Background: an optimization exercise with open tools, aiming at small area, a short achievable clock period and few clock cycles per item. Do not read the settings as production practice.
In this exercise RTL edits were held to simulation tests only and were not proved equivalent to the original.
Power figures rest on the tool's default switching activity, not on a simulated workload.

## run a
Design rtc_seconds_to_calendar, start of the top module:
module rtc_seconds_to_calendar (
  input  logic          clk,
  input  logic          rst,
  input  logic          cmd_valid,
  output logic          cmd_stall,
  input  logic [72:0]   cmd,
  output logic          res_valid,
  input  logic          res_stall,
  output logic [56:0]   res
);
  logic        p0_valid, p1_valid, p2_valid;
  logic        p0_op, p1_op, p2_op;
  logic [31:0] p0_d;
  logic [38:0] p1_d;
  logic [19:0] p2_d;
  logic [39:0] set_d;
  logic        hold;
  logic        set_busy;
  assign hold      = res_valid && res_stall;
  assign set_busy  = (p0_valid && p0_op == rsc_pkg::OP_SET) || (p1_valid && p1_op == rsc_pkg::OP_SET);
  assign cmd_stall = res_stall || (cmd[72] == rsc_pkg::OP_SET && set_busy);
  always_ff @(posedge clk) begin
    if (rst) begin
      p0_valid  <= 1'b0;
      p1_valid  <= 1'b0;
      p2_valid  <= 1'b0;
      res_valid <= 1'b0;
    end else if (!hold) begin
      p0_valid  <= cmd_valid && !cmd_stall;
  ...
For scale: about 1,200 cells after synthesis, about 210 flip-flops, ~140 I/O pins, ~0.014 mm^2 of cells after synthesis.
==> flow/config.mk <==
export PLATFORM = sky130hd
export DESIGN_NAME = rtc_seconds_to_calendar
export DESIGN_NICKNAME = rtc_seconds_to_calendar
export VERILOG_FILES = /design/flow/design.v
export SDC_FILE = /design/flow/constraint.sdc
export NUM_CORES = 4
export LEC_CHECK = 0
export ABC_CLOCK_PERIOD_IN_PS = 3000
export CAP_MARGIN = 20
export CORE_MARGIN = 2
export CORE_UTILIZATION = 40
export CTS_CLUSTER_DIAMETER = 100
export CTS_CLUSTER_SIZE = 28
export PLACE_DENSITY = 0.6
export SETUP_SLACK_MARGIN = 4.0
export SLEW_MARGIN = 20
==> flow/constraint.sdc <==
create_clock -name core_clock -period 7.5 [get_ports {clk}]
set_input_delay 1.5000 -clock core_clock [delete_from_list [all_inputs] [get_ports {clk}]]
set_output_delay 1.5000 -clock core_clock [all_outputs]
set_load 0.01 [all_outputs]
standard.sh (not shown) runs the stock make flow with config.mk's settings and CLKGATE_MAP_FILE= SYNTH_SCRIPT=/design/flow/synth_recipe.tcl, a recipe that flattens the netlist after the stock synthesis.
==> flow/flow/run.sh <==
#!/bin/bash
# The standard layout (standard.sh), with the input and output port buffers made from
# sky130_fd_sc_hd__buf_1 instead of the cell buffer_ports picks by default.
set -euo pipefail
export BUFFER_PORTS_ARGS="-buffer_cell sky130_fd_sc_hd__buf_1"
bash standard.sh > standard.log 2>&1
Run a: flow completed, timing, DRC and antenna clean
Testbench counts of run a, summed over its fixed seeds: cycles 32,174, items 32,000.
#### Input delta (run b over run a)
--- a/flow/config.mk
+++ b/flow/config.mk
@@ -13,4 +13,4 @@
 export CTS_CLUSTER_SIZE = 28
 export PLACE_DENSITY = 0.6
-export SETUP_SLACK_MARGIN = 4.0
+export SETUP_SLACK_MARGIN = 3.8
 export SLEW_MARGIN = 20
Findings:
Multi-input gate share of total cell area: run b vs run a up 0.30 points
Against run a, run b comes in 0.4 points higher on part of the power in registers.
Looking at post-layout minimum cycle time, run b sits 0.13 ns higher than run a does.
Run a -> run b: power density over the cells increased slightly
Run b finished every stage and its layout cleared the timing, DRC and antenna checks.
Overall power after layout (run b vs. run a) decreases slightly
Changes observed in run b relative to run a: final area -about 1.7%, core utilization -0.77 points.
Where fmax is concerned, run a is better than run b.
The run showing the smaller clock-net power is run b.

---

rtc_seconds_to_calendar again, from the RTL that the note above started with.
export LEC_CHECK = 0
export ABC_CLOCK_PERIOD_IN_PS = 3000
export CAP_MARGIN = 20
export CORE_MARGIN = 2
export CORE_UTILIZATION = 40
export CTS_CLUSTER_DIAMETER = 100
export CTS_CLUSTER_SIZE = 28
export GPL_ROUTABILITY_DRIVEN = 0
export GPL_TIMING_DRIVEN = 0
export PLACE_DENSITY = 0.6
export SETUP_SLACK_MARGIN = 4.0
export SLEW_MARGIN = 20
create_clock -name core_clock -period 7.5 [get_ports {clk}]
Scripts as last shown in full above: flow/flow/run.sh
Testbench counts at the start, summed over its fixed seeds: cycles 32,174, items 32,000.
==> next run, changes <==
GPL_ROUTABILITY_DRIVEN = default   (was 0)
GPL_TIMING_DRIVEN = default   (was 0)
SETUP_SLACK_MARGIN = 4.2   (was 4.0)
The changed run completed without violations.
Utilization is higher by 0.61 points.
Maximum frequency is higher by 2.2%.
Total power is higher by 1.6%.
Sequential share of layout area is lower by 0.44 points.
Worst setup slack improved by 0.076 ns.
Final cell count is about the same.
Synthesized cell count stays the same.
Register-to-register slack improved by 0.05 ns.

[what the ideal ports hide]
How much do the figures lean on ideal ports? The routed layouts below were timed once more, with nothing changed but the port constraints.
Step 1 (the two cells are an assumption about what drives the block):
set clk [get_ports {clk}]
set_driving_cell -lib_cell sky130_fd_sc_hd__clkbuf_16 $clk
set_driving_cell -lib_cell sky130_fd_sc_hd__buf_2 [delete_from_list [all_inputs] $clk]
Step 2 adds t to the input delays and takes it off the output delays; t is the mean of the earliest and latest rising clock arrival at the registers after step 1. Input paths then give back, and output paths get back, about the clock's delay inside the block.
a / b / c = ideal / step 1 / step 2; a / b = the first two.
run | t, ns | setup WS [ns] | latest minus earliest clock arrival (ns)
run a | 0.531 | 4.038 / 4.005 / 3.960 | 0.046 / 0.046
run b | 0.528 | 3.912 / 3.882 / 3.527 | 0.025 / 0.025
the first run of note 2 | 0.542 | 4.036 / 4.013 / 3.787 | 0.024 / 0.025
the second run of note 2 | 0.536 | 4.112 / 4.072 / 4.018 | 0.037 / 0.037
After both steps every run listed still meets setup and hold. For run b, which loses most, drivers alone change the setup slack by -0.030 ns; drivers and shift together by -0.385 ns.
